Background: an optimization exercise with open tools, aiming at small area, a short achievable clock period and few clock cycles per item. Do not read the settings as production practice.
Only simulation tests tie the RTL to the original design; equivalence was not proved.

===== design/flow/config.mk =====
export PLATFORM = sky130hd
export DESIGN_NAME = mult_stream_mac
export DESIGN_NICKNAME = mult_stream_mac
export VERILOG_FILES = /design/flow/design.v
export SDC_FILE = /design/flow/constraint.sdc
export NUM_CORES = 4
export LEC_CHECK = 0
export CAP_MARGIN = 20
export CORE_MARGIN = 2
export CORE_UTILIZATION = 40
export SLEW_MARGIN = 20

===== design/flow/constraint.sdc =====
create_clock -name core_clock -period 7.2 [get_ports {clk}]
set_input_delay 1.4400 -clock core_clock [delete_from_list [all_inputs] [get_ports {clk}]]
set_output_delay 1.4400 -clock core_clock [all_outputs]
set_load 0.01 [all_outputs]

===== design/flow/design.v =====
module mult_stream_mac #(
    parameter int DATA_WIDTH = 8,
    parameter int MAP_SIZE = 32,
    parameter int LANES = 32,
    localparam int BEATS = MAP_SIZE * MAP_SIZE / LANES,
    localparam int ACC_WIDTH = 2 * DATA_WIDTH + $clog2(BEATS)
) (
    input  logic                         clk,
    input  logic                         rst_n,
    input  logic                         mode,
    input  logic                         in_valid,
    output logic                         in_ready,
    input  logic [LANES*DATA_WIDTH-1:0]  a,
    input  logic [LANES*DATA_WIDTH-1:0]  b,
    output logic                         out_valid,
    input  logic                         out_ready,
    output logic [LANES*ACC_WIDTH-1:0]   out_data,
    output logic                         out_last
);
    localparam int CW = (BEATS > 1) ? $clog2(BEATS) : 1;
    localparam int PW = 2 * DATA_WIDTH;
    localparam logic [CW-1:0] LAST_CNT = CW'(BEATS - 1);
    logic [CW-1:0]                r_cnt;
    logic                         r_map_mode;
    logic [LANES*DATA_WIDTH-1:0]  r_a, r_b;
    logic                         r_v1, r_first1, r_last1, r_mode1;
    logic [LANES*ACC_WIDTH-1:0]   r_acc, r_out_data;
    logic                         r_out_valid, r_out_last;
    logic                         w_stall, w_take, w_mode, w_emit;
    logic [LANES*ACC_WIDTH-1:0]   w_ext, w_acc_nxt;
    assign w_stall   = r_out_valid & ~out_ready;
    assign in_ready  = ~w_stall;
    assign w_take    = in_valid & in_ready;
    assign w_mode    = (r_cnt == '0) ? mode : r_map_mode;
    assign w_emit    = r_v1 & (~r_mode1 | r_last1);
    assign out_valid = r_out_valid;
    assign out_data  = r_out_data;
    assign out_last  = r_out_last;
    always_comb begin
        w_ext = '0;
        w_acc_nxt = '0;
        for (int i = 0; i < LANES; i++) begin
            logic signed [DATA_WIDTH-1:0] w_x, w_y;
            logic signed [PW-1:0]         w_p;
            logic signed [ACC_WIDTH-1:0]  w_pe;
            w_x = r_a[i*DATA_WIDTH +: DATA_WIDTH];
            w_y = r_b[i*DATA_WIDTH +: DATA_WIDTH];
            w_p = PW'(w_x) * PW'(w_y);
            w_pe = ACC_WIDTH'(w_p);
            w_ext[i*ACC_WIDTH +: ACC_WIDTH] = w_pe;
            w_acc_nxt[i*ACC_WIDTH +: ACC_WIDTH] = (r_first1 ? '0 : r_acc[i*ACC_WIDTH +: ACC_WIDTH]) + w_pe;
        end
    end
    always_ff @(posedge clk or negedge rst_n) begin
        if (!rst_n) begin
            r_cnt       <= '0;
            r_map_mode  <= 1'b0;
            r_a         <= '0;
            r_b         <= '0;
            r_v1        <= 1'b0;
            r_first1    <= 1'b0;
            r_last1     <= 1'b0;
            r_mode1     <= 1'b0;
            r_acc       <= '0;
            r_out_valid <= 1'b0;
            r_out_data  <= '0;
            r_out_last  <= 1'b0;
        end else begin
            if (w_take) begin
                r_cnt <= (r_cnt == LAST_CNT) ? '0 : r_cnt + CW'(1);
                if (r_cnt == '0) r_map_mode <= mode;
            end
            if (!w_stall) begin
                r_a         <= a;
                r_b         <= b;
                r_v1        <= in_valid;
                r_first1    <= (r_cnt == '0);
                r_last1     <= (r_cnt == LAST_CNT);
                r_mode1     <= w_mode;
                if (r_v1 && r_mode1) r_acc <= w_acc_nxt;
                r_out_valid <= w_emit;
                if (w_emit) begin
                    r_out_data <= r_mode1 ? w_acc_nxt : w_ext;
                    r_out_last <= r_mode1 | r_last1;
                end
            end
        end
    end
endmodule

===== design/flow/run.sh =====
#!/bin/bash
# synth_recipe.tcl (not shown) runs the flow's synth.tcl, then flattens the netlist and writes it again
# the make line also repeats each setting of config.mk as NAME=value (left out here)
make -C /OpenROAD-flow-scripts/flow DESIGN_CONFIG=/design/flow/config.mk WORK_HOME=/design/flow/orfs CLKGATE_MAP_FILE= SYNTH_SCRIPT=/design/flow/synth_recipe.tcl finish

==> run notes <==
-- logic make-up after synthesis --
group / Yosys count
adder cells (fa/ha/maj): 3363
buffers and inverters: 3814
flip-flops: 1868
multiplexers: 544
AND/OR/NAND/NOR: 7925
XOR/XNOR: 1428
AO/OA/AOI/OAI: 3425
-- cell type report --
type / instances / area share [%]
Sequential cell: 1868 / 21.02
Antenna cell: 10 / 0.01125
Inverter: 3055 / 5.169
Tap cell: 6425 / 3.614
Clock inverter: 141 / 0.9237
Timing Repair Buffer: 1469 / 6.567
Multi-Input combinational cell: 16685 / 59.70
Clock buffer: 306 / 2.997
-- through the flow --
step	hold slack (ns)	std cells
3_5_place_dp	0.4538	29498
6_report	0.4563	29959
2_1_floorplan	0.4379	22367
5_1_grt	0.4227	29952
3_3_place_gp	0.4485	29496
4_1_cts	0.3631	29945
-- what timing repair did --
action	in CTS	in global routing
endpoints found under the setup margin	0	50
buffers inserted	0	4
resized for setup	0	53
-- synth_stat cells, types with 33 or more instances --
cell and n:
sky130_fd_sc_hd__and3_1 48, sky130_fd_sc_hd__mux2_2 71, sky130_fd_sc_hd__fa_1 1792, sky130_fd_sc_hd__buf_1 53, sky130_fd_sc_hd__nand2_1 4448, sky130_fd_sc_hd__clkbuf_1 692, sky130_fd_sc_hd__a22oi_1 36, sky130_fd_sc_hd__nor2b_1 853
sky130_fd_sc_hd__o21ai_0 1052, sky130_fd_sc_hd__dfrtp_1 1868, sky130_fd_sc_hd__o31ai_1 77, sky130_fd_sc_hd__ha_1 1571, sky130_fd_sc_hd__nor2_1 624, sky130_fd_sc_hd__nor3_1 147, sky130_fd_sc_hd__and2_1 1405, sky130_fd_sc_hd__a21oi_1 963
sky130_fd_sc_hd__inv_1 3034, sky130_fd_sc_hd__a211o_1 49, sky130_fd_sc_hd__o21a_1 113, sky130_fd_sc_hd__nand2b_1 85, sky130_fd_sc_hd__nand4_1 78, sky130_fd_sc_hd__a211oi_1 63, sky130_fd_sc_hd__xnor2_1 1084, sky130_fd_sc_hd__o21bai_1 186
sky130_fd_sc_hd__o21ai_1 33, sky130_fd_sc_hd__mux2i_1 462, sky130_fd_sc_hd__o211ai_1 51, sky130_fd_sc_hd__xor2_1 274, sky130_fd_sc_hd__a21o_1 327, sky130_fd_sc_hd__a31oi_1 141, sky130_fd_sc_hd__xnor3_1 51, sky130_fd_sc_hd__nand3_1 118
-- state kept, by name, indices dropped and copies added, names as in the netlist, 5 cells and up --
register,flops
r_acc,672
r_a,256
r_out_data,672
r_b,256
r_cnt,5
-- routing by layer --
metal / track usage (%) / vias up
met3: 3.650 / 647
met5: 0.1667 / -
met1: 32.17 / 74830
met2: 36.99 / 2810
met4: 7.553 / 6
li1: - / 73220
-- worst max-delay path by stage --
stage                         from         endpoint  slack (ns)  cells after the start
after floorplan           r_a[199]       r_acc[524]       0.009                     28
final                     r_b[249]  r_out_data[671]        0.31                     28
after global placement    r_b[249]  r_out_data[671]        0.17                     30
after global routing      r_b[176]       r_acc[482]       -0.05                     25
after detailed placement  r_a[119]       r_acc[314]        0.17                     23
after CTS                 r_b[114]       r_acc[314]        0.11                     23
-- worst register-to-register path: cells and delay by family (launching register included) --
family,cells,cell delay (ns)
mux,1,0.12
fa+ha+maj,6,2.68
compound gates,13,2.52
simple gates,2,0.38
buf+inv,4,0.22
xor+xnor,2,0.36
flops,1,0.47
-- placed cells by master (no fill, tap or decap), types with 113 or more instances in the layout --
master                               n
sky130_fd_sc_hd__nand2_1          4447
sky130_fd_sc_hd__dfrtp_1          1863
sky130_fd_sc_hd__a31oi_1           129
sky130_fd_sc_hd__xnor2_1          1075
sky130_fd_sc_hd__xor2_1            273
sky130_fd_sc_hd__o21a_1            113
sky130_fd_sc_hd__clkbuf_16         241
sky130_fd_sc_hd__clkdlybuf4s50_1  1188
sky130_fd_sc_hd__inv_1            3032
sky130_fd_sc_hd__nor2_1            622
sky130_fd_sc_hd__and2_1           1405
sky130_fd_sc_hd__fa_1             1785
sky130_fd_sc_hd__a21oi_1           956
sky130_fd_sc_hd__a21o_1            327
sky130_fd_sc_hd__o21bai_1          186
sky130_fd_sc_hd__buf_4             232
sky130_fd_sc_hd__ha_1             1569
sky130_fd_sc_hd__nor3_1            145
sky130_fd_sc_hd__nor2b_1           852
sky130_fd_sc_hd__mux2i_1           462
sky130_fd_sc_hd__nand3_1           116
sky130_fd_sc_hd__o21ai_0          1052
==> impl_metrics.tcl <==
set metrics [dict create \
    synth-xor-area-share_pct 6.941 \
    worst_path_max_delay_cell "sky130_fd_sc_hd__fa_1" \
    die_area_um2 489400 \
    crit_path_max_fanout 9 \
    async_reset_ff_share_pct 100.0 \
    via_count_of_the_first_global_routing_pass 153007 \
    initial_core_util_pct 40.15 \
    cell_family_with_most_cp_delay "adder cells" \
    synthDominantCellAreaShare_pct 24.15 \
    grt_overflow_total 0 \
    synth-compound-area-share_pct 10.94 \
    clkTransAtPathRegs_ns 0.07 \
    required_ns 8.01 \
    pre_cts_slack_ns 0.1742 \
    die_height_um 699.6 \
    clkSinkCount 1868 \
    cts.hold.buffers_added 0 \
    grt_max_degree 181 \
    floorplan.die.width_um 699.6 \
    synth_nets 26247 \
    finalSetupViolations 0 \
    achievable-frequency_mhz 145.2 \
    worstReg2RegStart "r_b[249]" \
    timing.reg2reg.setup_slack_ns 0.31 \
    multi_input_area_um2 132800 \
    setup_ws_ns 0.3118 \
    firstDrtPassIters 6 \
    place.detailed.hpwl_um 446800 \
    critPathKind "reg -> reg" \
    synthFlopType "sky130_fd_sc_hd__dfrtp_1" \
    synth.lib_cells_used.distinct 106 \
    clock-skew-final_ns 0.04480 \
    synth_largest_area_cell "sky130_fd_sc_hd__dfrtp_1" \
    final_layout_size_suffix_gt1_share_pct 4.217 \
    drt_drc_violations_left 0 \
    synth-simple-area-share_pct 18.92 \
    placementRows 255 \
    synthesis.area_um2 193500 \
    routed_via_count 151513 \
    tritoncts_clock_tree "built" \
    synthesis.area_per_instance_um2 8.653 \
    yosys_warnings 1 \
    cts_buffers 239 \
    ioPinCount 1192 \
    dpl_cell_area_um2 213400 \
    fillCellCount 46680 \
    detailroute.wirelength.met3_um 29680 \
    synthMuxAreaShare_pct 2.915 \
    worstSkewPairLatency_ns 0.98 \
    timing.critical_path.from_type "flop" \
    final_max_slew_viol_count 0 \
    holdCritPathClass "in -> async" \
    yosys.area_share.adder_pct 28.69 \
    ys_ff_latch 1868 \
    synth_instances 22367 \
    yosysSeqAreaShare_pct 24.15 \
    topRoutingLayerUsed "met5" \
    main_combinational_cell_family_by_area_after_synthesis "adder cells" \
    worstRegToRegCells 28 \
    grt_pass1_wl_um 898200 \
    cap_viol_max_count 0 \
    max-slew-margin-rel_pct 28.48 \
    status "timing/DRC/antenna clean" \
    layout.area.seq_um2 46760 \
    finalInstanceArea_um2 222400 \
    wl_per_cell_um 19.03 \
    final_util_pct 46.14 \
    timing.final.crit_share_pct 95.67 \
    worstMarginPinSlew_ns 1.073 \
    port_buffers 1191 \
    cts-htree-levels 4 \
    min_period_ns 6.888 \
    antenna_violations_before_repair 15 \
    detailroute.wirelength.met2_um 257200 \
    met1Wirelength_um 261500 \
    globalplace.congestion 0.8842 \
    detailedRoute.firstIterationViolations 8731 \
    area_growth_pct 14.92 \
    hold_viol_final 0 \
    floorplan.core_area_um2 482100 \
    clock_tree.buffer_depth 4 \
    critical-path-max-stage-delay_ns 0.53 \
    wl_um 570000 \
    synth_edf_count 0 \
    worstPathArrival_ns 7.70 \
    clk_root_buffer_cell "sky130_fd_sc_hd__clkbuf_16" \
    fin_tns_setup_ns 0 \
    nets 27198 \
    grt_usage_pct 23.18 \
    antenna_violating_nets_post_route 0 \
    timing.rr.end "r_out_data[671]" \
    routed_via_density 5.057 \
    timing.critical_path.buf_inv 4 \
    synth_top_cells_by_area "sky130_fd_sc_hd__dfrtp_1 24%, sky130_fd_sc_hd__fa_1 19%, sky130_fd_sc_hd__ha_1 10%, sky130_fd_sc_hd__nand2_1 8.6%, sky130_fd_sc_hd__inv_1 5.9%" \
    crit_path_end_kind "flop" \
]
Testbench counts, summed over its fixed seeds: cycles 4,112, items 4,096.

==> static timing again, ports no longer ideal <==
No port has a modelled driver above. Below, the same layout with a new extraction and two added sets of constraints.
Step 1 sets driving cells, clkbuf_16 on the clock port and buf_2 on the other inputs (assumed; they add their load-dependent delay and slew).
Step 2, shift: input delay + t, output delay - t, t = (earliest + latest rising clock arrival at the registers) / 2. This alone moves slack from input paths to output paths.
Three values: ideal ports, drivers, drivers and shift; two values: the first two.
t (ns): 1.062
setup slack, ns: 0.312 / 0.312 / 0.312
latest minus earliest clock arrival (ns): 0.067 / 0.067
worst slew at a driven data input, ns: 0.16
cell pins on the clock port's net: 1
After both steps setup and hold are still met in this run. For this run, drivers alone change the setup slack by 0.000 ns; drivers and shift together by 0.000 ns.
